From an optimization exercise on the open Yosys and OpenROAD flow, aimed at small area, a short achievable clock period and few clock cycles per item; shortcuts taken in it are not production practice. Where RTL was checked, it was by simulation tests only, not by an equivalence proof against the original. The clock port is modelled as an ideal driver; clocking choices that lean on that would not hold on a real chip. Power and IR drop assume default switching activity.

Setup of v18:
// ts_packet_header_parser
module ts_packet_header_parser (
  input  logic        clk,
  input  logic        rst,
  input  logic        byte_valid,
  output logic        byte_stall,
  input  logic [8:0]  byte_data,   
  output logic        rec_valid,
  input  logic        rec_stall,
  output logic [72:0] rec_data
);
export LEC_CHECK = 0
export ABC_AREA = 1
export CAP_MARGIN = 20
export CORE_MARGIN = 2
export CORE_UTILIZATION = 50
export SETUP_SLACK_MARGIN = 5
export SLEW_MARGIN = 20
create_clock -name core_clock -period 8.0 [get_ports {clk}]
standard.sh (not shown) runs the stock make flow with config.mk's settings and CLKGATE_MAP_FILE= SYNTH_SCRIPT=/design/flow/synth_recipe.tcl, a recipe that flattens the netlist after the stock synthesis.
==> flow/flow/run.sh <==
#!/bin/bash
# The standard layout (standard.sh: the standard flow's synthesis and ORFS flow) with three
# changes to how it is made:
#  - port buffers are buf_2 cells rather than the delay cells buffer_ports picks by
#    default; every port still gets its own buffer;
#  - the clock tree uses clkbuf_8 cells under a clkbuf_16 root and no dummy loads;
set -euo pipefail
export BUFFER_PORTS_ARGS="-buffer_cell sky130_fd_sc_hd__buf_2"
export CTS_ARGS="-sink_clustering_enable -repair_clock_nets -buf_list sky130_fd_sc_hd__clkbuf_8 -root_buf sky130_fd_sc_hd__clkbuf_16 -dont_use_dummy_load"
bash standard.sh SETUP_SLACK_5.0=MARGIN finish > standard_flow.log 2>&1
Testbench counts of v18, summed over its fixed seeds: cycles 36,328, bytes 36,128.
[inputs] v56 vs v18
- CTS_CLUSTER_DIAMETER newly set to 100
- CTS_BUF_LIST newly set to sky130_fd_sc_hd__clkbuf_8
- CTS_CLUSTER_SIZE newly set to 40
==> flow/flow/run.sh <==
#!/bin/bash
# Standard layout, except that the port buffers are buf_2 cells rather than the
# delay cells buffer_ports picks by default: every port still gets its own buffer.
set -euo pipefail
export BUFFER_PORTS_ARGS="-buffer_cell sky130_fd_sc_hd__buf_2"
bash standard.sh finish > standard_flow.log 2>&1
Results
- v56: flow completed, timing, DRC and antenna clean
- v18 | stages: all done | timing, DRC, antenna: all pass
- Going from v18 to v56, proportion of power drawn by the clock network grew by 5.5 points, area growth from synthesis to layout went up.
- Re synthesized netlist cell count: no difference whatsoever between v18 and v56.
- Re area of the mapped netlist: no difference whatsoever between v56 and v18.
- From v56 to v18, compound-gate portion of the synthesized area did not move at all.
The inputs of v27 differ from those of v56 as listed below.
- CTS_CLUSTER_DIAMETER no longer set, was 100
- CTS_CLUSTER_SIZE no longer set, was 40
- CTS_BUF_LIST no longer set, was sky130_fd_sc_hd__clkbuf_8
==> flow/flow/run.sh <==
#!/bin/bash
# The standard layout (standard.sh: the standard flow's synthesis and ORFS flow) with three
# changes to how it is made:
#  - port buffers are buf_2 cells rather than the delay cells buffer_ports picks by
#    default; every port still gets its own buffer;
#  - the clock tree uses clkbuf_8 cells under a clkbuf_16 root and no dummy loads;
set -euo pipefail
export BUFFER_PORTS_ARGS="-buffer_cell sky130_fd_sc_hd__buf_2"
export CTS_ARGS="-sink_clustering_enable -repair_clock_nets -buf_list sky130_fd_sc_hd__clkbuf_8 -root_buf sky130_fd_sc_hd__clkbuf_16 -dont_use_dummy_load"
bash standard.sh SETUP_SLACK_5.4=MARGIN finish > standard_flow.log 2>&1
Results
v27 reports a lower routed wire length than v56 does. v27 ended with less relative contribution of the clock network to total power than v56. Cells: v27 has fewer instances than v56. Sort v27 and v56 by count of plain and timing-repair buffers in the layout asc -> top: v27. Net switching power figure on v27 is down relative to v56. v27 against v56: post-route core utilization fell 0.95 points, clock network power dropped about 21%. On share of final-layout standard cells stronger than drive strength 1, the lower figure sits with v27, not v56. Compare v27 and v56 | met3 routing resource usage after global routing lower: v56.


== main ==
ts_packet_header_parser, a different RTL version from the one above (not shown whole).
Size in the first run: about 850 cells after synthesis, ~150 flip-flops, about 88 I/O pins, ~7300 µm² of cells after synthesis.
clock: 8.0 ns
lec_check: 0
abc_area: 1
cap_margin: 20
core_margin: 2
core_utilization: 50
slew_margin: 20
==> flow/flow/run.sh <==
#!/bin/bash
# The standard layout (standard.sh: the standard flow's synthesis and ORFS flow) with three
# changes to how it is made:
#  - port buffers are buf_2 cells rather than the delay cells buffer_ports picks by
#    default; every port still gets its own buffer;
#  - the clock tree uses clkbuf_8 cells under a clkbuf_16 root and no dummy loads;
set -euo pipefail
export BUFFER_PORTS_ARGS="-buffer_cell sky130_fd_sc_hd__buf_2"
export CTS_ARGS="-sink_clustering_enable -repair_clock_nets -buf_list sky130_fd_sc_hd__clkbuf_8 -root_buf sky130_fd_sc_hd__clkbuf_16 -dont_use_dummy_load"
export SETUP_SLACK_MARGIN=5.4
bash standard.sh finish > standard_flow.log 2>&1
For the feature branch, these inputs were changed with respect to main:
-- flow/flow/run.sh --
<<< main, line 10
export SETUP_SLACK_MARGIN=5.4
>>> the feature branch, line 10
export SETUP_SLACK_MARGIN=5.7
==> run notes <==
- Going from main to the feature branch, transition time of the tightest slew-check pin shrinks by 52 ps.
- Between the feature branch and main, the difference in minimum period implied by the final worst setup slack is negligible.
- Taking main as the reference, in the feature branch proportion of cell area spent on the clock network went down 0.16 points; switching fraction of total power went down 0.22 points; post-detailed-placement cell area held; total setup buffers inserted after CTS went up 13.
- main → the feature branch: count of non-CTS buffers in the layout picked up an extra 25; data-path buffer share of cell area in the final layout picked up an extra 3.9 points; proportion of power drawn by combinational gates increased by 2.0 points relative to the old numbers; total power rose 1.6%.
Function was not checked in any run of this note: the RTL went through the layout flow alone.


## umber
ts_packet_header_parser, a different RTL version from the one above (not shown whole).
Size in the first run: ~790 cells after synthesis, about 140 flip-flops, about 88 I/O pins, ~0.0069 sq mm of cells after synthesis.
clock: 8.0 ns
lec_check: 0
abc_area: 1
cap_margin: 0
core_margin: 2
core_utilization: 50
place_density: 0.8
slew_margin: 0
==> flow/flow/run.sh <==
#!/bin/bash
# The standard layout (standard.sh: the standard flow's synthesis and ORFS flow) with these
# changes to how it is made:
#  - port buffers are buf_2 cells rather than the delay cells buffer_ports picks by
#    default; every port still gets its own buffer;
#  - the clock tree is built from clkbuf_4 cells under a clkbuf_16 root, with no
#    dummy loads; flow/post_cts.tcl then upsizes to clkbuf_8 any of them whose
#    flip-flop clock pins would see a high slew;
set -euo pipefail
export BUFFER_PORTS_ARGS="-buffer_cell sky130_fd_sc_hd__buf_2"
export CTS_ARGS="-sink_clustering_enable -repair_clock_nets -buf_list sky130_fd_sc_hd__clkbuf_4 -root_buf sky130_fd_sc_hd__clkbuf_16 -dont_use_dummy_load"
export POST_CTS_TCL="$(pwd)/flow/post_cts.tcl"
export SETUP_SLACK_MARGIN=5.4
bash standard.sh finish > standard_flow.log 2>&1
==> flow/flow/post_cts.tcl <==
set_propagated_clock [all_clocks]
estimate_parasitics -placement
set upsized 0
foreach inst [get_cells *] {
  if {[get_property $inst ref_name] ne "sky130_fd_sc_hd__clkbuf_4"} { continue }
  set worst 0.0
  foreach opin [get_pins -of_objects $inst -filter "direction==output"] {
    foreach p [get_pins -of_objects [get_nets -of_objects $opin] -filter "direction==input"] {
      set s [get_property $p slew_max]
      if {$s > $worst} { set worst $s }
    }
  }
  if {$worst > 0.090} {
    replace_cell [get_property $inst full_name] sky130_fd_sc_hd__clkbuf_8
    incr upsized
  }
}
puts "post_cts: upsized $upsized clock buffers to clkbuf_8"
if {$upsized > 0} {
  detailed_placement
  check_placement -verbose
  estimate_parasitics -placement
}
Per the final summary, umber finished and its layout is clean on timing, DRC and antenna.
Testbench counts of umber, summed over its fixed seeds: cycles 36,328, bytes 36,128.
> inputs changed (umber -> tundra)
Settings: PLACE_DENSITY: 0.8 -> unset; SLEW_MARGIN: 0 -> 20; CAP_MARGIN: 0 -> 20; CORE_UTILIZATION: 50 -> 72.
==> flow/flow/run.sh <==
#!/bin/bash
# The standard layout (standard.sh: the standard flow's synthesis and ORFS flow) with three
# changes to how it is made:
#  - port buffers are buf_2 cells rather than the delay cells buffer_ports picks by
#    default; every port still gets its own buffer;
#  - the clock tree uses clkbuf_8 cells under a clkbuf_16 root and no dummy loads;
set -euo pipefail
export BUFFER_PORTS_ARGS="-buffer_cell sky130_fd_sc_hd__buf_2"
export CTS_ARGS="-sink_clustering_enable -repair_clock_nets -buf_list sky130_fd_sc_hd__clkbuf_8 -root_buf sky130_fd_sc_hd__clkbuf_16 -dont_use_dummy_load"
export SETUP_SLACK_MARGIN=5.4
bash standard.sh finish > standard_flow.log 2>&1
removed: flow/flow/post_cts.tcl
--- outcome ---
tundra: minimum clock period after layout higher than umber. Of tundra and umber, the run reporting the lower non-clock buffer share of cell area was tundra. Between tundra and umber, the maximum fanout encountered on the critical timing path is higher for tundra. Core utilization: tundra higher than umber.
> inputs changed (tundra -> fjord)
Settings: putting PLACE_DENSITY at 0.9 where nothing was set; swapping 72 for 50 in CORE_UTILIZATION.
## What came out
Taking tundra as the reference point, the net switching power of fjord falls by 3.0%.
fjord vs tundra — combinational fraction of design power dropped 0.5 points.
tundra and fjord ended up with nearly the same area fraction of clock buffers and clock inverters.
The die used by fjord is larger than the one used by tundra.
Relative to tundra, number of filler cells placed in the layout has increased by 110% in fjord.
Final layout net count for fjord: 4 up relative to tundra
Maximum frequency: fjord > tundra
Looking at smallest hold slack, fjord sits below tundra.
#### Input delta (xenon over fjord)
Settings: PLACE_DENSITY: 0.9 -> unset; CORE_UTILIZATION: 50 -> 65.
==> flow/flow/run.sh <==
#!/bin/bash
# The standard layout (standard.sh: the standard flow's synthesis and ORFS flow) with these
# changes to how it is made:
#  - port buffers are buf_2 cells rather than the delay cells buffer_ports picks by
#    default; every port still gets its own buffer;
#  - the clock tree is built from clkbuf_4 cells under a clkbuf_16 root, with no
#    dummy loads; flow/post_cts.tcl then upsizes to clkbuf_8 any of them whose
#    flip-flop clock pins would see a high slew;
set -euo pipefail
export BUFFER_PORTS_ARGS="-buffer_cell sky130_fd_sc_hd__buf_2"
export CTS_ARGS="-sink_clustering_enable -repair_clock_nets -buf_list sky130_fd_sc_hd__clkbuf_4 -root_buf sky130_fd_sc_hd__clkbuf_16 -dont_use_dummy_load"
export POST_CTS_TCL="$(pwd)/flow/post_cts.tcl"
export SETUP_SLACK_MARGIN=5.4
bash standard.sh finish > standard_flow.log 2>&1
==> flow/flow/post_cts.tcl (new file) <==
set_propagated_clock [all_clocks]
estimate_parasitics -placement
set upsized 0
foreach inst [get_cells *] {
  if {[get_property $inst ref_name] ne "sky130_fd_sc_hd__clkbuf_4"} { continue }
  set worst 0.0
  foreach opin [get_pins -of_objects $inst -filter "direction==output"] {
    foreach p [get_pins -of_objects [get_nets -of_objects $opin] -filter "direction==input"] {
      set s [get_property $p slew_max]
      if {$s > $worst} { set worst $s }
    }
  }
  if {$worst > 0.090} {
    replace_cell [get_property $inst full_name] sky130_fd_sc_hd__clkbuf_8
    incr upsized
  }
}
puts "post_cts: upsized $upsized clock buffers to clkbuf_8"
if {$upsized > 0} {
  detailed_placement
  check_placement -verbose
  estimate_parasitics -placement
}
Findings:
When xenon is measured against fjord, its leakage power total turns out 0.58% higher.
xenon vs fjord on overall power of the completed layout: xenon is the lower one.
Comparing wire length for xenon and fjord, the bigger number came from xenon.
Any difference in number of nets at the end of the flow between fjord and xenon is small enough to ignore.


## try-cedar
ts_packet_header_parser again, from the RTL that the note above started with.
Settings: LEC_CHECK=0, ABC_AREA=1, CAP_MARGIN=20, CORE_MARGIN=2, CORE_UTILIZATION=50, SLEW_MARGIN=20; clock period 8.0 ns.
==> flow/flow/run.sh <==
#!/bin/bash
# The standard layout (standard.sh: the standard flow's synthesis and ORFS flow) with three
# changes to how it is made:
#  - port buffers are buf_2 cells rather than the delay cells buffer_ports picks by
#    default; every port still gets its own buffer;
#  - the clock tree uses clkbuf_4 cells under a clkbuf_16 root and no dummy loads;
set -euo pipefail
export BUFFER_PORTS_ARGS="-buffer_cell sky130_fd_sc_hd__buf_2"
export CTS_ARGS="-sink_clustering_enable -repair_clock_nets -buf_list sky130_fd_sc_hd__clkbuf_4 -root_buf sky130_fd_sc_hd__clkbuf_16 -dont_use_dummy_load"
export SETUP_SLACK_MARGIN=5.4
bash standard.sh finish > standard_flow.log 2>&1
Looking at the reports, try-cedar completed the entire flow and the layout it produced met the timing, DRC and antenna checks.
Testbench counts of try-cedar, summed over its fixed seeds: cycles 36,328, bytes 36,128.
diff inputs: try-cedar => try-onyx
--- a/flow/flow/run.sh
+++ b/flow/flow/run.sh
@@ -2 +2 @@
-# The standard layout (standard.sh: the standard flow's synthesis and ORFS flow) with three
+# The standard layout (standard.sh: the standard flow's synthesis and ORFS flow) with these
@@ -6 +6,3 @@
-#  - the clock tree uses clkbuf_4 cells under a clkbuf_16 root and no dummy loads;
+#  - the clock tree is built from clkbuf_4 cells under a clkbuf_16 root, with no
+#    dummy loads; flow/post_cts.tcl then upsizes to clkbuf_8 any of them whose
+#    flip-flop clock pins would see a high slew;
@@ -9,0 +12 @@
+export POST_CTS_TCL="$(pwd)/flow/post_cts.tcl"
==> flow/flow/post_cts.tcl (new file) <==
set_propagated_clock [all_clocks]
estimate_parasitics -placement
set upsized 0
foreach inst [get_cells *] {
  if {[get_property $inst ref_name] ne "sky130_fd_sc_hd__clkbuf_4"} { continue }
  set worst 0.0
  foreach opin [get_pins -of_objects $inst -filter "direction==output"] {
    foreach p [get_pins -of_objects [get_nets -of_objects $opin] -filter "direction==input"] {
      set s [get_property $p slew_max]
      if {$s > $worst} { set worst $s }
    }
  }
  if {$worst > 0.090} {
    replace_cell [get_property $inst full_name] sky130_fd_sc_hd__clkbuf_8
    incr upsized
  }
}
puts "post_cts: upsized $upsized clock buffers to clkbuf_8"
if {$upsized > 0} {
  detailed_placement
  check_placement -verbose
  estimate_parasitics -placement
}
--- a/flow/config.mk
+++ b/flow/config.mk
@@ -11,0 +12 @@
+export PLACE_DENSITY = 0.7
### Flow results
try-onyx finished end to end and its layout was clean on timing, DRC and antenna.
try-onyx against try-cedar: period utilization went up by 0.28 points; global-route usage was more or less identical; area of the die was more or less identical; half-perimeter wire length after placement went up by 1.7%.
Here is what was changed in the inputs of try-zinc compared with try-onyx.
==> flow/flow/run.sh <==
#!/bin/bash
# The standard layout (standard.sh: the standard flow's synthesis and ORFS flow) with three
# changes to how it is made:
#  - port buffers are buf_2 cells rather than the delay cells buffer_ports picks by
#    default; every port still gets its own buffer;
#  - the clock tree uses clkbuf_8 cells under a clkbuf_16 root and no dummy loads;
set -euo pipefail
export BUFFER_PORTS_ARGS="-buffer_cell sky130_fd_sc_hd__buf_2"
export CTS_ARGS="-sink_clustering_enable -repair_clock_nets -buf_list sky130_fd_sc_hd__clkbuf_8 -root_buf sky130_fd_sc_hd__clkbuf_16 -dont_use_dummy_load"
export SETUP_SLACK_MARGIN=5.4
bash standard.sh finish > standard_flow.log 2>&1
--- a/flow/config.mk
+++ b/flow/config.mk
@@ -12 +12 @@
-export PLACE_DENSITY = 0.7
+export PLACE_DENSITY = 0.8
removed: flow/flow/post_cts.tcl
Notes after the runs:
try-zinc | stages: all done | timing, DRC, antenna: all pass
Comparing global-route usage for try-zinc and try-onyx, the bigger number came from try-onyx.
Final critical delay including setup and external delays is lower on try-zinc
Of try-zinc and try-onyx, the higher non-clock buffer count belongs to try-onyx.
As far as post-synth net total goes, try-onyx and try-zinc are indistinguishable; the numbers are identical.
For try-delta, these inputs were changed with respect to try-zinc:
==> flow/flow/run.sh <==
#!/bin/bash
# The standard layout (standard.sh: the standard flow's synthesis and ORFS flow) with these
# changes to how it is made:
#  - port buffers are buf_2 cells rather than the delay cells buffer_ports picks by
#    default; every port still gets its own buffer;
#  - the clock tree is built from clkbuf_4 cells under a clkbuf_16 root, with no
#    dummy loads; flow/post_cts.tcl then upsizes to clkbuf_8 any of them whose
#    flip-flop clock pins would see a high slew;
set -euo pipefail
export BUFFER_PORTS_ARGS="-buffer_cell sky130_fd_sc_hd__buf_2"
export CTS_ARGS="-sink_clustering_enable -repair_clock_nets -buf_list sky130_fd_sc_hd__clkbuf_4 -root_buf sky130_fd_sc_hd__clkbuf_16 -dont_use_dummy_load"
export POST_CTS_TCL="$(pwd)/flow/post_cts.tcl"
export SETUP_SLACK_MARGIN=5.4
bash standard.sh finish > standard_flow.log 2>&1
==> flow/flow/post_cts.tcl (new file) <==
set_propagated_clock [all_clocks]
estimate_parasitics -placement
set upsized 0
foreach inst [get_cells *] {
  if {[get_property $inst ref_name] ne "sky130_fd_sc_hd__clkbuf_4"} { continue }
  set worst 0.0
  foreach opin [get_pins -of_objects $inst -filter "direction==output"] {
    foreach p [get_pins -of_objects [get_nets -of_objects $opin] -filter "direction==input"] {
      set s [get_property $p slew_max]
      if {$s > $worst} { set worst $s }
    }
  }
  if {$worst > 0.090} {
    replace_cell [get_property $inst full_name] sky130_fd_sc_hd__clkbuf_8
    incr upsized
  }
}
puts "post_cts: upsized $upsized clock buffers to clkbuf_8"
if {$upsized > 0} {
  detailed_placement
  check_placement -verbose
  estimate_parasitics -placement
}
==> run notes <==
Sequential logic power, try-delta and try-zinc, lower one = try-delta.
Final cell count without fillers essentially unchanged between try-delta and try-zinc.
Cell area | try-delta vs try-zinc | try-delta smaller
Diff try-delta..try-zinc | count of clock-buffer cells in the layout | unchanged
Compared with try-zinc, try-delta shows a lower met1 usage.
Going from try-zinc to try-delta, routed length on met3 went up by 16 um; number of cells on the worst reg-to-reg path increased by 6 relative to the old numbers; post-route fraction of the period consumed by the critical path went up by 0.18 points.
Changes in try-umber relative to try-delta:
==> flow/flow/run.sh <==
#!/bin/bash
# The standard layout (standard.sh: the standard flow's synthesis and ORFS flow) with three
# changes to how it is made:
#  - port buffers are buf_2 cells rather than the delay cells buffer_ports picks by
#    default; every port still gets its own buffer;
#  - the clock tree uses clkbuf_8 cells under a clkbuf_16 root and no dummy loads;
set -euo pipefail
export BUFFER_PORTS_ARGS="-buffer_cell sky130_fd_sc_hd__buf_2"
export CTS_ARGS="-sink_clustering_enable -repair_clock_nets -buf_list sky130_fd_sc_hd__clkbuf_8 -root_buf sky130_fd_sc_hd__clkbuf_16 -dont_use_dummy_load"
export SETUP_SLACK_MARGIN=5.4
bash standard.sh finish > standard_flow.log 2>&1
--- a/flow/config.mk
+++ b/flow/config.mk
@@ -8 +8,2 @@
-export ABC_AREA = 1
+export ABC_AREA = 0
+export ABC_CLOCK_PERIOD_IN_PS = 2500
@@ -12 +12,0 @@
-export PLACE_DENSITY = 0.8
removed: flow/flow/post_cts.tcl
[summary]
- Of try-umber and try-delta, the run reporting the higher leakage power figure was try-umber.
- try-umber: no failed stages, no open violations at the end
- On non-clock buffering overhead in the final layout: between try-umber and try-delta, it ends up higher for try-umber.
- Of try-umber and try-delta, the lower fraction of synthesized cell area in xor and xnor cells belongs to try-delta.
- Compared try-umber vs try-delta, and fmax is down in try-umber.
- try-umber vs try-delta: worst stage delay on the critical path up in try-umber
- Diff try-delta -> try-umber | total number of vias | increase of 125
- Synthesized cell count went down by a few percent going from try-delta to try-umber.
- Average cell area after synthesis (lower): try-delta
- In try-umber relative to try-delta, number of tap instances had gone up by a few percent.
- In try-umber the minimum hold slack turned out 0.024 ns lower than in try-delta.

==> afterwards: timing with drivers on the ports <==
How much do the figures lean on ideal ports? The routed layouts below were timed once more, with nothing changed but the port constraints. Step 1: set_driving_cell puts a clkbuf_16 on clk and a buf_2 on each other input, an assumption about the parent block. Step 2 moves the port delays by t, midway between the first and last clock arrival at a register: inputs arrive t later, outputs are due t later. That takes back most of the time a late clock gives input paths. Three values: ideal ports, drivers, drivers and shift; two values: the first two.
run	shift t [ns]	setup slack, ns	worst data-port slew with drivers (ns)	cell pins on the clock port's net
v18	0.409	5.134 / 5.134 / 5.134	0.03	1
v56	0.491	5.142 / 5.109 / 5.193	0.03	1
v27	0.409	5.134 / 5.134 / 5.134	0.03	1
main	0.409	5.453 / 5.412 / 5.354	0.03	1
the feature branch	0.412	5.451 / 5.407 / 5.379	0.04	1
umber	0.399	5.424 / 5.385 / 5.403	0.03	1
tundra	0.405	5.415 / 5.375 / 5.323	0.03	1
fjord	0.412	5.425 / 5.386 / 5.369	0.03	1
xenon	0.407	5.399 / 5.359 / 5.397	0.05	1
try-cedar	0.413	5.425 / 5.382 / 5.370	0.03	1
try-onyx	0.398	5.403 / 5.360 / 5.402	0.03	1
try-zinc	0.405	5.437 / 5.398 / 5.383	0.03	1
try-delta	0.398	5.423 / 5.382 / 5.404	0.03	1
try-umber	0.409	5.364 / 5.323 / 5.429	0.03	1
After both steps every run listed still meets setup and hold. For main, which loses most, drivers alone change the setup slack by -0.041 ns; drivers and shift together by -0.099 ns.
